This is an optimization exercise on Yosys and OpenROAD, whose aim is small area, a short achievable clock period and few clock cycles per item, not a production implementation. Function was checked by simulation only, so behaviour that the tests miss may differ from the original. Power figures rest on the tool's default switching activity, not on a simulated workload.

v17:
## matvec3
module matvec3 (
    input  logic                     clk,
    input  logic                     reset,
    input  logic                     input_valid,
    output logic                     input_ready,
    input  matvec_dims_pkg::sample_t input_data,
    output logic                     output_valid,
    input  logic                     output_ready,
    output matvec_dims_pkg::acc_t    output_data
);
export LEC_CHECK = 0
export CAP_MARGIN = 20
export CORE_MARGIN = 2
export CORE_UTILIZATION = 40
export CTS_BUF_LIST = sky130_fd_sc_hd__clkbuf_8
export CTS_CLUSTER_DIAMETER = 50
export CTS_CLUSTER_SIZE = 16
export SETUP_SLACK_MARGIN = 5
export SLEW_MARGIN = 20
create_clock -name core_clock -period 8.5 [get_ports {clk}]
standard.sh (not shown) runs the stock make flow with config.mk's settings and CLKGATE_MAP_FILE= SYNTH_SCRIPT=/design/flow/synth_recipe.tcl, a recipe that flattens the netlist after the stock synthesis.
==> flow/flow/run.sh <==
#!/bin/bash
# The standard layout, with plain buffers (not delay cells) on the ports.
set -euo pipefail
bash standard.sh BUFFER_PORTS_ARGS="-buffer_cell sky130_fd_sc_hd__buf_2" finish > flow_make.log 2>&1
Testbench counts of v17, summed over its fixed seeds: cycles 4,688, jobs 384.
Input-level comparison between v55 and v17:
Settings: CORE_UTILIZATION now 60, was 40; SLEW_MARGIN now 10, was 20; CAP_MARGIN now 10, was 20.
==> flow/flow/run.sh <==
#!/bin/bash
# The standard layout, with plain buffers (not delay cells) on the ports and
# timing repair aimed below the clock period.
set -euo pipefail
bash standard.sh BUFFER_PORTS_ARGS="-buffer_cell sky130_fd_sc_hd__buf_2" SETUP_SLACK_MARGIN=5.4 finish > flow_make.log 2>&1
### Flow results
v55 has placeable core region below what v17 had. The signed area change from the synthesized netlist to the final layout number comes out higher for v17 vs v55. Summary — per-cell routed wire length, v55 relative to v17: higher, by 5.9%. Per the comparison of v55 with v17, compound-cell area share of the yosys netlist saw little to no change; setup slack saw an increase; power after layout saw a decrease.
Inputs modified between v55 and v21:
Settings: changing SLEW_MARGIN from 10 to 20; changing CTS_CLUSTER_DIAMETER from 50 to 60; changing CORE_UTILIZATION from 60 to 40; changing CAP_MARGIN from 10 to 20; changing CTS_CLUSTER_SIZE from 16 to 20; changing CTS_BUF_LIST from sky130_fd_sc_hd__clkbuf_8 to sky130_fd_sc_hd__clkbuf_8 sky130_fd_sc_hd__clkbuf_16.
==> flow/run.sh (new file) <==
#!/bin/bash
# synth_recipe.tcl (not shown) runs the flow's synth.tcl, then flattens the netlist and writes it again
# the make line also repeats each setting of config.mk as NAME=value (left out here)
make -C /OpenROAD-flow-scripts/flow DESIGN_CONFIG=/design/flow/config.mk WORK_HOME=/design/flow/orfs CLKGATE_MAP_FILE= SYNTH_SCRIPT=/design/flow/synth_recipe.tcl finish
removed: flow/flow/run.sh
removed: flow/standard.sh
Results
v21: no failed stages, no open violations at the end. Comparing critical path depth for v21 and v55, the bigger number came from v55. Diff v55 -> v21: post-route fraction of the period consumed by the critical path grew by 4.5 points, count of filler cells inserted in the layout went up, power climbed about 7%. Taking v55 as the reference point, the site row count of v21 rises by 13. Of the two values seen for capturing instance or port of the critical path, acc_c[14] was produced by v21 and acc_c[15] by v55. Die area grows by more than a quarter when moving from v55 to v21. Against v55, the final cell area of v21 is higher. In v21 the count of clock-buffer cells in the layout turned out 4 lower than in v55. The maximum number of pins on one net before global-route repair reported for v21 is greater than that of v55 by 19. Across both runs, path depth of the worst reg2reg path was lower for v21 than for v55.
Edits applied to the flow inputs when going from v21 to v1:
Settings: swapping sky130_fd_sc_hd__clkbuf_8 sky130_fd_sc_hd__clkbuf_16 for sky130_fd_sc_hd__clkbuf_8 in CTS_BUF_LIST; swapping 60 for 50 in CTS_CLUSTER_DIAMETER; swapping 20 for 16 in CTS_CLUSTER_SIZE; swapping 20 for 0 in CAP_MARGIN; swapping 20 for 0 in SLEW_MARGIN; swapping 40 for 60 in CORE_UTILIZATION.
==> flow/flow/run.sh (new file) <==
#!/bin/bash
# The standard layout, with plain buffers (not delay cells) on the ports and
# timing repair aimed below the clock period.
set -euo pipefail
bash standard.sh BUFFER_PORTS_ARGS="-buffer_cell sky130_fd_sc_hd__buf_2" SETUP_SLACK_MARGIN=5.4 finish > flow_make.log 2>&1
==> flow/standard.sh (new file) <==
#!/bin/bash
# synth_recipe.tcl (not shown) runs the flow's synth.tcl, then flattens the netlist and writes it again
# the make line also repeats each setting of config.mk as NAME=value (left out here)
make -C /OpenROAD-flow-scripts/flow DESIGN_CONFIG=/design/flow/config.mk WORK_HOME=/design/flow/orfs CLKGATE_MAP_FILE= SYNTH_SCRIPT=/design/flow/synth_recipe.tcl "${@:-finish}"
removed: flow/run.sh
==> run notes <==
Clock-cell share of area in v1 vs v21: down 1.1 points. When the final numbers for v21 and v1 were put side by side, the worst setup slack after layout turned out to be smaller in v21. The share of the clock period used by the worst path number comes out higher for v21 vs v1. Diff v21 and v1: total of fill cells in the finished design lower in v1. Changes observed in v1 relative to v21: die outline height has decreased, amount of wire on met3 after detailed routing has increased. v1 -> v21: clock-pin slew on the worst setup and hold paths flat. Number of placed instances with taps included: v21 and v1 compared, higher one is v21. When v1 is set beside v21, its x dimension of the die turns out to be 35 um smaller. Lower sequential share of layout area among v21 and v1: v21. Of v21 and v1, the run reporting the higher count of clock-net buffers in the final layout was v1.
> inputs changed (v1 -> v33)
Settings: changing SLEW_MARGIN from 0 to 60; changing CAP_MARGIN from 0 to 60; changing CORE_UTILIZATION from 60 to 40.
==> flow/flow/run.sh <==
#!/bin/bash
# The standard layout, with plain buffers (not delay cells) on the ports.
set -euo pipefail
bash standard.sh BUFFER_PORTS_ARGS="-buffer_cell sky130_fd_sc_hd__buf_1" finish > flow_make.log 2>&1
Diff v1 -> v33: chip height now larger; overall global routing resource usage down 6.7 points; maximum number of pins on one net before global-route repair increased by 51% relative to the old numbers; sequential share of cell area down 0.48 points; relative slew slack rose by 26 points. Re cell total after placement: v33 and v1 aren't equal, and the higher value belongs to v33. In v33 the global routing usage on met2 turned out 11 points lower than in v1. v33 completed; timing, DRC and antenna clean. The time the worst path needs with I/O delays and setup in v33 sits 0.32 ns above the value recorded for v1. Going from v1 to v33, CTS H-tree depth went up, worst hold slack went down.

static timing again, ports no longer ideal:
In the flow no input, the clock included, has a driving cell. The finished layouts below were timed again as built, in two steps.
Step 1 sets driving cells, clkbuf_16 on the clock port and buf_2 on the other inputs (assumed; they add their load-dependent delay and slew).
Step 2, shift: input delay + t, output delay - t, t = (earliest + latest rising clock arrival at the registers) / 2. This alone moves slack from input paths to output paths.
a / b / c = no drivers / after step 1 / after step 2; a / b = the first two.
run | t, ns | setup WS [ns] | worst data-port slew with drivers (ns)
v17 | 0.646 | 5.140 / 5.140 / 5.052 | 0.03
v55 | 0.631 | 5.477 / 5.477 / 5.063 | 0.04
v21 | 0.587 | 5.093 / 5.093 / 4.713 | 0.04
v1 | 0.631 | 5.477 / 5.477 / 5.063 | 0.04
v33 | 0.580 | 5.155 / 5.155 / 5.155 | 0.04
After both steps setup and hold are still met in every run listed.
